What follows belongs to an exercise in optimizing a design on an open flow for small area; a production flow would make more cautious choices.
Function was checked by simulation only, so behaviour that the tests miss may differ from the original.
Power figures rest on the tool's default switching activity, not on a simulated workload.

==> trial 64 <==
==> flow/design.v <==
`default_nettype none
package fc_pkg;
  typedef logic [10:0] rc_value_t;
  typedef logic signed [15:0] gyro_rate_t;
  typedef logic [10:0] motor_cmd_t;
endpackage
module fc_fa (
  input  logic a,
  input  logic b,
  input  logic ci,
  output logic s,
  output logic co
);
  assign s  = a ^ b ^ ci;
  assign co = (a & b) | (ci & (a ^ b));
endmodule
module fc_ha (
  input  logic a,
  input  logic b,
  output logic s,
  output logic co
);
  assign s  = a ^ b;
  assign co = a & b;
endmodule
`default_nettype wire
`timescale 1ns/1ps
`default_nettype none
module fc_scale (
  input  logic [10:0] v,
  output logic [10:0] u
);
  logic [10:0] c;
  assign c[0] = v[2] & v[0];
  for (genvar i = 0; i < 8; i++) begin : g_fa
    fc_fa i_fa (.a(v[i+1]), .b(v[i+3]), .ci(c[i]), .s(u[i]), .co(c[i+1]));
  end
  fc_ha i_ha8 (.a(v[9]),  .b(c[8]), .s(u[8]), .co(c[9]));
  fc_ha i_ha9 (.a(v[10]), .b(c[9]), .s(u[9]), .co(c[10]));
  assign u[10] = c[10];
endmodule
module fc_term (
  input  logic [15:0] g,
  input  logic [10:0] u,
  output logic [16:0] t
);
  logic [16:0] c;
  fc_ha i_ha0 (.a(g[0]), .b(u[0]), .s(t[0]), .co(c[1]));
  for (genvar i = 1; i < 11; i++) begin : g_fa
    fc_fa i_fa (.a(g[i]), .b(u[i]), .ci(c[i]), .s(t[i]), .co(c[i+1]));
  end
  for (genvar i = 11; i < 16; i++) begin : g_ha
    fc_ha i_ha (.a(g[i]), .b(c[i]), .s(t[i]), .co(c[i+1]));
  end
  assign t[16] = g[15] ^ c[16];
endmodule
module fc_add18 (
  input  logic [17:0] a,
  input  logic [17:0] b,
  input  logic        ci,
  output logic [17:0] s
);
  logic [17:0] c;
  assign c[0] = ci;
  for (genvar i = 0; i < 17; i++) begin : g_fa
    fc_fa i_fa (.a(a[i]), .b(b[i]), .ci(c[i]), .s(s[i]), .co(c[i+1]));
  end
  assign s[17] = a[17] ^ b[17] ^ c[17];
endmodule
module fc_rate_loop (
  input  logic               clk,
  input  logic               reset,
  input  logic               arm,
  input  logic               rc_valid,
  input  logic [10:0]        rc_throttle,
  input  logic [10:0]        rc_roll,
  input  logic [10:0]        rc_pitch,
  input  logic [10:0]        rc_yaw,
  input  logic               gyro_valid,
  input  logic [15:0]        gyro_roll,
  input  logic [15:0]        gyro_pitch,
  input  logic [15:0]        gyro_yaw,
  output logic               cmd_valid,
  output logic [3:0][10:0]   cmd
);
  logic [10:0] u_t, u_r, u_p, u_y;
  logic [10:0] sp_t, sp_r, sp_p, sp_y;
  fc_scale i_scale_t (.v(rc_throttle), .u(u_t));
  fc_scale i_scale_r (.v(rc_roll),     .u(u_r));
  fc_scale i_scale_p (.v(rc_pitch),    .u(u_p));
  fc_scale i_scale_y (.v(rc_yaw),      .u(u_y));
  always_ff @(posedge clk) begin
    if (reset) begin
      sp_t <= 11'd120;
      sp_r <= 11'd620;
      sp_p <= 11'd620;
      sp_y <= 11'd620;
    end else if (rc_valid) begin
      sp_t <= u_t;
      sp_r <= u_r;
      sp_p <= u_p;
      sp_y <= u_y;
    end
  end
  logic [1:0] gyro_cnt;
  logic       trigger;
  assign trigger = gyro_valid && (gyro_cnt == 2'd3);
  always_ff @(posedge clk) begin
    if (reset)           gyro_cnt <= '0;
    else if (gyro_valid) gyro_cnt <= gyro_cnt + 1'b1;
  end
  logic [2:0] state;
  always_ff @(posedge clk) begin
    if (reset) state <= 3'd0;
    else begin
      case (state)
        3'd0:    if (trigger) state <= 3'd1;
        3'd1:    state <= 3'd2;
        3'd2:    state <= 3'd3;
        3'd3:    state <= 3'd4;
        default: state <= 3'd0;
      endcase
    end
  end
  logic [47:0] rq;
  logic [16:0] ta, tb, tnc, tc, tna;
  logic [17:0] pd, qd, x2, nx1, y3, x4;
  fc_term i_term_a (.g(rq[15:0]),  .u(sp_r), .t(ta));
  fc_term i_term_b (.g(rq[31:16]), .u(sp_p), .t(tb));
  fc_term i_term_c (.g(rq[47:32]), .u(sp_y), .t(tnc));    
  assign tc  = ~tnc;
  assign tna = ~ta;
  fc_add18 i_pd  (.a({tb[16], tb}),   .b({tc[16], tc}),   .ci(1'b0), .s(pd));    
  fc_add18 i_qd  (.a({tb[16], tb}),   .b({tnc[16], tnc}), .ci(1'b1), .s(qd));    
  fc_add18 i_x2  (.a({ta[16], ta}),   .b(pd),             .ci(1'b0), .s(x2));    
  fc_add18 i_nx1 (.a({tna[16], tna}), .b(pd),             .ci(1'b0), .s(nx1));   
  fc_add18 i_y3  (.a({ta[16], ta}),   .b(qd),             .ci(1'b0), .s(y3));    
  fc_add18 i_x4  (.a(qd),             .b({tna[16], tna}), .ci(1'b1), .s(x4));    
  function automatic logic [11:0] sat_mix(input logic [17:0] x);
    logic lo, hi;
    lo = (&x[17:11]) & (x[10] | x[9]);
    hi = ~(|x[17:12]) & ~(x[11] & (x[10] | x[9]));
    if (lo | hi)    sat_mix = x[11:0];
    else if (x[17]) sat_mix = 12'hA00;
    else            sat_mix = 12'h9FF;
  endfunction
  function automatic logic [11:0] sat_mix3(input logic [17:0] x);
    if (~(|x[17:12]))  sat_mix3 = x[11:0];
    else if (x[17])    sat_mix3 = 12'h000;
    else               sat_mix3 = 12'hFFF;
  endfunction
  logic [10:0] thr_q;
  logic        arm_q;
  always_ff @(posedge clk) begin
    if (trigger && state == 3'd0) begin
      rq <= {~gyro_yaw, gyro_pitch, gyro_roll};
    end else if (state == 3'd1) begin
      rq <= {sat_mix(x4), ~sat_mix3(y3), sat_mix(x2), sat_mix(~nx1)};
    end
    if (state == 3'd2) thr_q <= sp_t;
    if (state == 3'd3) arm_q <= arm;
  end
  logic [11:0] k;
  assign k = 12'({1'b0, thr_q} + 12'hF10);
  logic [11:0] k3;
  assign k3 = 12'({k[11], k} + 13'd2481);
  logic [3:0][12:0] msum;
  for (genvar m = 0; m < 4; m++) begin : g_mot
    logic [11:0] z, ka;
    logic [12:0] c;
    assign z  = rq[m*12 +: 12];
    assign ka = (m == 2) ? k3 : k;
    assign c[0] = 1'b0;
    for (genvar i = 0; i < 12; i++) begin : g_fa
      fc_fa i_fa (.a(ka[i]), .b(z[i]), .ci(c[i]), .s(msum[m][i]), .co(c[i+1]));
    end
    if (m == 2) begin : g_s3
      assign msum[m][12] = ~c[12];
    end else begin : g_s
      assign msum[m][12] = ka[11] ^ (z[11] & (z[10] | z[9])) ^ c[12];
    end
    assign cmd[m] = {11{arm_q & ~msum[m][12]}} & ({11{msum[m][11]}} | msum[m][10:0]);
  end
  assign cmd_valid = (state == 3'd4);
endmodule
`default_nettype wire
`timescale 1ns/1ps
`default_nettype none
module fc_command_buffer (
  input  logic              clk,
  input  logic              reset,
  input  logic              cmd_valid,
  input  logic [3:0][10:0]  cmd,
  output logic              frame_valid,
  output logic [3:0][10:0]  frames,
  input  logic              frame_take
);
  always_ff @(posedge clk) begin
    if (reset)           frame_valid <= 1'b0;
    else if (cmd_valid)  frame_valid <= 1'b1;
    else if (frame_take) frame_valid <= 1'b0;
  end
  always_ff @(posedge clk) begin
    if (cmd_valid) frames <= cmd;
  end
endmodule
`default_nettype wire
`timescale 1ns/1ps
`default_nettype none
module dshot_tx (
  input  logic              clk,
  input  logic              reset,
  input  logic              frame_valid,
  input  logic [3:0][10:0]  frames,
  output logic              frame_take,
  output logic [3:0]        motor_out
);
  logic [7:0]        cnt;
  logic [3:0][10:0]  cmd_q;
  logic              idle, data;
  assign idle = cnt[7] & cnt[4];
  assign data = ~cnt[7];
  assign frame_take = idle && frame_valid;
  always_ff @(posedge clk) begin
    if (reset)     cnt <= 8'd144;
    else if (idle) cnt <= frame_valid ? 8'd0 : 8'd144;
    else           cnt <= cnt + 1'b1;
  end
  always_ff @(posedge clk) begin
    if (frame_take) cmd_q <= frames;
  end
  logic [3:0] pos;
  logic [2:0] tick;
  assign pos  = cnt[6:3];
  assign tick = cnt[2:0];
  always_comb begin
    for (int l = 0; l < 4; l++) begin
      logic [15:0] f;
      logic [11:0] x;
      x = {cmd_q[l], 1'b0};
      f = {x, x[11:8] ^ x[7:4] ^ x[3:0]};
      motor_out[l] = data && (tick < (f[4'd15 - pos] ? 3'd6 : 3'd3));
    end
  end
endmodule
`default_nettype wire
`timescale 1ns/1ps
`default_nettype none
module flight_core (
  input  logic               clk,
  input  logic               reset,
  input  logic               arm,
  input  logic               rc_valid,
  input  logic [10:0]        rc_throttle,
  input  logic [10:0]        rc_roll,
  input  logic [10:0]        rc_pitch,
  input  logic [10:0]        rc_yaw,
  input  logic               gyro_valid,
  input  logic [15:0]        gyro_roll,
  input  logic [15:0]        gyro_pitch,
  input  logic [15:0]        gyro_yaw,
  output logic               motor_1,
  output logic               motor_2,
  output logic               motor_3,
  output logic               motor_4
);
  logic [3:0]        motor_out;
  logic              cmd_valid;
  logic [3:0][10:0]  cmd;
  logic              frame_valid;
  logic [3:0][10:0]  frames;
  logic              frame_take;
  fc_rate_loop i_rate_loop (
    .clk (clk), .reset (reset), .arm (arm),
    .rc_valid (rc_valid), .rc_throttle (rc_throttle), .rc_roll (rc_roll),
    .rc_pitch (rc_pitch), .rc_yaw (rc_yaw),
    .gyro_valid (gyro_valid), .gyro_roll (gyro_roll), .gyro_pitch (gyro_pitch),
    .gyro_yaw (gyro_yaw),
    .cmd_valid (cmd_valid), .cmd (cmd)
  );
  fc_command_buffer i_command_buffer (
    .clk (clk), .reset (reset),
    .cmd_valid (cmd_valid), .cmd (cmd),
    .frame_valid (frame_valid), .frames (frames), .frame_take (frame_take)
  );
  dshot_tx i_dshot_tx (
    .clk (clk), .reset (reset),
    .frame_valid (frame_valid), .frames (frames),
    .frame_take (frame_take), .motor_out (motor_out)
  );
  assign motor_1 = motor_out[0];
  assign motor_2 = motor_out[1];
  assign motor_3 = motor_out[2];
  assign motor_4 = motor_out[3];
endmodule
`default_nettype wire
==> flow/run.sh <==
#!/bin/bash
# synth_recipe.tcl (not shown) runs the flow's synth.tcl, then flattens the netlist and writes it again
# the make line also repeats each setting of config.mk as NAME=value (left out here)
make -C /OpenROAD-flow-scripts/flow DESIGN_CONFIG=/design/flow/config.mk WORK_HOME=/design/flow/orfs CLKGATE_MAP_FILE= SYNTH_SCRIPT=/design/flow/synth_recipe.tcl finish
==> flow/config.mk <==
export PLATFORM = sky130hd
export DESIGN_NAME = flight_core
export DESIGN_NICKNAME = flight_core
export VERILOG_FILES = /design/flow/design.v
export SDC_FILE = /design/flow/constraint.sdc
export NUM_CORES = 4
export LEC_CHECK = 0
export CAP_MARGIN = 20
export CORE_MARGIN = 2
export CORE_UTILIZATION = 40
export PLACE_DENSITY = 0.6
export SLEW_MARGIN = 20
export SYNTH_HIERARCHICAL = 1
export SYNTH_MINIMUM_KEEP_SIZE = 0
==> flow/constraint.sdc <==
create_clock -name core_clock -period 10.0 [get_ports {clk}]
set_input_delay 2.0000 -clock core_clock [delete_from_list [all_inputs] [get_ports {clk}]]
set_output_delay 2.0000 -clock core_clock [all_outputs]
set_load 0.01 [all_outputs]
==> trial 10 (differences from trial 64) <==
==> flow/design.v, changed modules only <==
module fc_add18 #(parameter bit CI = 1'b0) (
  input  logic [17:0] a,
  input  logic [17:0] b,
  output logic [17:0] s
);
  logic [17:0] c;
  if (CI) begin : g_ci
    assign s[0] = ~(a[0] ^ b[0]);
    assign c[1] = a[0] | b[0];
  end else begin : g_noci
    fc_ha i_ha0 (.a(a[0]), .b(b[0]), .s(s[0]), .co(c[1]));
  end
  for (genvar i = 1; i < 17; i++) begin : g_fa
    fc_fa i_fa (.a(a[i]), .b(b[i]), .ci(c[i]), .s(s[i]), .co(c[i+1]));
  end
  assign s[17] = a[17] ^ b[17] ^ c[17];
endmodule
module fc_rate_loop (
  input  logic               clk,
  input  logic               reset,
  input  logic               arm,
  input  logic               rc_valid,
  input  logic [10:0]        rc_throttle,
  input  logic [10:0]        rc_roll,
  input  logic [10:0]        rc_pitch,
  input  logic [10:0]        rc_yaw,
  input  logic               gyro_valid,
  input  logic [15:0]        gyro_roll,
  input  logic [15:0]        gyro_pitch,
  input  logic [15:0]        gyro_yaw,
  output logic               cmd_valid,
  output logic [3:0][10:0]   cmd
);
  logic [10:0] u_t, u_r, u_p, u_y;
  logic [10:0] sp_t, sp_r, sp_p, sp_y;
  fc_scale i_scale_t (.v(rc_throttle), .u(u_t));
  fc_scale i_scale_r (.v(rc_roll),     .u(u_r));
  fc_scale i_scale_p (.v(rc_pitch),    .u(u_p));
  fc_scale i_scale_y (.v(rc_yaw),      .u(u_y));
  localparam logic [43:0] SP_RST = {11'd620, 11'd620, 11'd620, 11'd120};
  logic [43:0] sp_q, sp_u;
  logic        sp_ld, sp_hold;
  assign sp_u    = {u_y, u_p, u_r, u_t};
  assign sp_ld   = ~reset & rc_valid;
  assign sp_hold = ~reset & ~rc_valid;
  always_ff @(posedge clk) begin
    for (int i = 0; i < 44; i++) begin
      sp_q[i] <= (sp_ld & sp_u[i]) | (sp_hold & sp_q[i]) | (reset & SP_RST[i]);
    end
  end
  assign {sp_y, sp_p, sp_r, sp_t} = sp_q;
  logic [1:0] gyro_cnt;
  logic       trigger;
  assign trigger = gyro_valid && (gyro_cnt == 2'd3);
  always_ff @(posedge clk) begin
    if (reset)           gyro_cnt <= '0;
    else if (gyro_valid) gyro_cnt <= gyro_cnt + 1'b1;
  end
  logic [2:0] state;
  always_ff @(posedge clk) begin
    if (reset) state <= 3'd0;
    else begin
      case (state)
        3'd0:    if (trigger) state <= 3'd1;
        3'd1:    state <= 3'd2;
        3'd2:    state <= 3'd3;
        3'd3:    state <= 3'd4;
        default: state <= 3'd0;
      endcase
    end
  end
  logic [47:0] rq;
  logic [16:0] ta, tb, tnc, tc, tna;
  logic [17:0] pd, qd, x2, nx1, y3, x4;
  fc_term i_term_a (.g(rq[15:0]),  .u(sp_r), .t(ta));
  fc_term i_term_b (.g(rq[31:16]), .u(sp_p), .t(tb));
  fc_term i_term_c (.g(rq[47:32]), .u(sp_y), .t(tnc));    
  assign tc  = ~tnc;
  assign tna = ~ta;
  fc_add18 #(.CI(1'b0)) i_pd (.a({tb[16], tb}),   .b({tc[16], tc}), .s(pd));    
  fc_add18 #(.CI(1'b1)) i_qd (.a({tb[16], tb}),   .b({tnc[16], tnc}), .s(qd));    
  fc_add18 #(.CI(1'b0)) i_x2 (.a({ta[16], ta}),   .b(pd), .s(x2));    
  fc_add18 #(.CI(1'b0)) i_nx1 (.a({tna[16], tna}), .b(pd), .s(nx1));   
  fc_add18 #(.CI(1'b0)) i_y3 (.a({ta[16], ta}),   .b(qd), .s(y3));    
  fc_add18 #(.CI(1'b1)) i_x4 (.a(qd),             .b({tna[16], tna}), .s(x4));    
  logic        ld_g, ld_x;
  assign ld_g = trigger && state == 3'd0;
  assign ld_x = state == 3'd1;
  function automatic logic [11:0] mix_bits(input logic sel_x, input logic sel_hi,
                                           input logic sel_lo, input logic [11:0] x,
                                           input logic [11:0] hi_v, input logic [11:0] lo_v);
    for (int i = 0; i < 12; i++)
      mix_bits[i] = (sel_x & x[i]) | (sel_hi & hi_v[i]) | (sel_lo & lo_v[i]);
  endfunction
  function automatic logic [2:0] win(input logic [17:0] x);
    logic lo, hi;
    lo = (&x[17:11]) & (x[10] | x[9]);
    hi = ~(|x[17:12]) & ~(x[11] & (x[10] | x[9]));
    win = {lo | hi, x[17], ~x[17]};
  endfunction
  logic [17:0] x1;
  logic [2:0]  w1, w2, w4;
  logic        in3;
  assign x1  = ~nx1;
  assign w1  = win(x1);
  assign w2  = win(x2);
  assign w4  = win(x4);
  assign in3 = ~(|y3[17:12]);
  logic [47:0] rq_d;
  assign rq_d[11:0]  = mix_bits(ld_x & w1[2], ld_x & ~w1[2] & w1[0], ld_x & ~w1[2] & w1[1],
                                x1[11:0], 12'h9FF, 12'hA00);
  assign rq_d[23:12] = mix_bits(ld_x & w2[2], ld_x & ~w2[2] & w2[0], ld_x & ~w2[2] & w2[1],
                                x2[11:0], 12'h9FF, 12'hA00);
  assign rq_d[35:24] = mix_bits(ld_x & in3, ld_x & ~in3 & ~y3[17], ld_x & ~in3 & y3[17],
                                ~y3[11:0], 12'h000, 12'hFFF);
  assign rq_d[47:36] = mix_bits(ld_x & w4[2], ld_x & ~w4[2] & w4[0], ld_x & ~w4[2] & w4[1],
                                x4[11:0], 12'h9FF, 12'hA00);
  logic [10:0] thr_q;
  logic        arm_q;
  always_ff @(posedge clk) begin
    if (ld_g | ld_x) begin
      rq <= ({48{ld_g}} & {~gyro_yaw, gyro_pitch, gyro_roll}) | rq_d;
    end
    if (state == 3'd2) thr_q <= sp_t;
    if (state == 3'd3) arm_q <= arm;
  end
  logic [11:0] k;
  assign k = 12'({1'b0, thr_q} + 12'hF10);
  logic [11:0] k3;
  assign k3 = 12'({k[11], k} + 13'd2481);
  logic [3:0][12:0] msum;
  for (genvar m = 0; m < 4; m++) begin : g_mot
    logic [11:0] z, ka;
    logic [12:0] c;
    assign z  = rq[m*12 +: 12];
    assign ka = (m == 2) ? k3 : k;
    assign c[0] = 1'b0;
    for (genvar i = 0; i < 12; i++) begin : g_fa
      fc_fa i_fa (.a(ka[i]), .b(z[i]), .ci(c[i]), .s(msum[m][i]), .co(c[i+1]));
    end
    if (m == 2) begin : g_s3
      assign msum[m][12] = ~c[12];
    end else begin : g_s
      assign msum[m][12] = ka[11] ^ (z[11] & (z[10] | z[9])) ^ c[12];
    end
    assign cmd[m] = {11{arm_q & ~msum[m][12]}} & ({11{msum[m][11]}} | msum[m][10:0]);
  end
  assign cmd_valid = (state == 3'd4);
endmodule
module dshot_tx (
  input  logic              clk,
  input  logic              reset,
  input  logic              frame_valid,
  input  logic [3:0][10:0]  frames,
  output logic              frame_take,
  output logic [3:0]        motor_out
);
  logic [7:0]        cnt;
  logic [3:0][10:0]  cmd_q;
  logic              idle, data;
  assign idle = cnt[7] & cnt[4];
  assign data = ~cnt[7];
  assign frame_take = idle && frame_valid;
  always_ff @(posedge clk) begin
    if (reset)     cnt <= 8'd144;
    else if (idle) cnt <= frame_valid ? 8'd0 : 8'd144;
    else           cnt <= cnt + 1'b1;
  end
  always_ff @(posedge clk) begin
    if (frame_take) cmd_q <= frames;
  end
  logic [3:0] pos;
  logic [2:0] tick;
  assign pos  = cnt[6:3];
  assign tick = cnt[2:0];
  logic [1:0] hi, lo;
  assign hi = pos[3:2];
  assign lo = pos[1:0];
  always_comb begin
    for (int l = 0; l < 4; l++) begin
      logic g0, g1, g2, b;
      case (lo)
        2'd0: begin g0 = cmd_q[l][10]; g1 = cmd_q[l][6]; g2 = cmd_q[l][2]; end
        2'd1: begin g0 = cmd_q[l][9];  g1 = cmd_q[l][5]; g2 = cmd_q[l][1]; end
        2'd2: begin g0 = cmd_q[l][8];  g1 = cmd_q[l][4]; g2 = cmd_q[l][0]; end
        default: begin g0 = cmd_q[l][7]; g1 = cmd_q[l][3]; g2 = 1'b0; end
      endcase
      case (hi)
        2'd0:    b = g0;
        2'd1:    b = g1;
        2'd2:    b = g2;
        default: b = g0 ^ g1 ^ g2;
      endcase
      motor_out[l] = data && (tick < (b ? 3'd6 : 3'd3));
    end
  end
endmodule
==> flow/flow/run.sh (new file) <==
#!/bin/bash
# The standard layout, with the smallest buffer on the ports and a clock
# tree of small buffers without dummy loads. The make output goes to
# flow_make.log here; every tool's own log stays under orfs/logs.
set -euo pipefail
CTS="-sink_clustering_enable -repair_clock_nets -buf_list sky130_fd_sc_hd__clkbuf_4 -sink_clustering_size 10 -sink_clustering_max_diameter 50 -dont_use_dummy_load"
bash standard.sh \
  "BUFFER_PORTS_ARGS=-buffer_cell sky130_fd_sc_hd__buf_1" \
  "CTS_ARGS=$CTS" \
  finish > flow_make.log 2>&1
==> flow/standard.sh (new file) <==
#!/bin/bash
# synth_recipe.tcl (not shown) runs the flow's synth.tcl, then flattens the netlist and writes it again
# the make line also repeats each setting of config.mk as NAME=value (left out here)
make -C /OpenROAD-flow-scripts/flow DESIGN_CONFIG=/design/flow/config.mk WORK_HOME=/design/flow/orfs CLKGATE_MAP_FILE= SYNTH_SCRIPT=/design/flow/synth_recipe.tcl "${@:-finish}"
Settings changed: CAP_MARGIN 20 to 0, CORE_UTILIZATION 40 to 55, PLACE_DENSITY 0.6 to 0.7, SLEW_MARGIN 20 to 0.
removed: flow/run.sh
==> impl_results.md <==
- Outcome: no timing/DRC/antenna violations
- XOR/XNOR Fraction of Synth Area: 0.0487
- Critical path capture point: i_rate_loop.rq[44]$_DFFE_PP_
- Avg Inst Size Synth: roughly 13 um^2
- CTS Buf Count: 24
- Non-clk invs: 45
- Cts repair resizes: 1
- Post-synthesis adder-cell area fraction: 0.329
- Routed wire length: 32.8 mm
- Setup WS post-layout: slightly above 300 ps
- Drt via density: roughly 5
- Clk power: 0.000861 W
# the run above: trial 64

==> impl_results.md <==
- Outcome: no timing/DRC/antenna violations
- Clk power: 0.000410 W
- XOR/XNOR Fraction of Synth Area: 0.0268
- Die area: 0.0264 mm^2
- Critical path capture point: i_rate_loop.rq[13]$_DFFE_PP_
- Non-clk invs: 50
- Seq. pwr: 0.000959 W
- Setup WS post-layout: 231 ps
- Power density cells: between 150 and 200 mW/mm^2
- R2R cell count: 26
- Antenna violations before repair: 2
- Clk tree area frac: 0.0151
- Routed wire length: about 32 mm
- Final setup fails: 0
- CTS Buf Count: 30
- Cts repair resizes: 3
- Avg Inst Size Synth: 13.6 um^2
# the run above: trial 10

==> re-timing with driven ports <==
The flow's constraints put no driver on any port. The routed layouts listed below were extracted and timed again, unchanged, in two steps.
Step 1: set_driving_cell puts a clkbuf_16 on clk and a buf_2 on each other input, an assumption about the parent block.
Step 2 adds t to the input delays and takes it off the output delays; t is the mean of the earliest and latest rising clock arrival at the registers after step 1. Input paths then give back, and output paths get back, about the clock's delay inside the block.
Three values: ideal, step 1, step 2; two values: the first two.
run | t (ns) | setup WS [ns] | worst setup path at the end | slew at the worst register clock pin (ns)
trial 64 | 0.573 | 0.310 / 0.310 / 0.310 | register to register | 0.06 / 0.06
trial 10 | 0.724 | 0.231 / 0.231 / 0.231 | register to register | 0.11 / 0.11
After both steps every run listed still meets setup and hold.
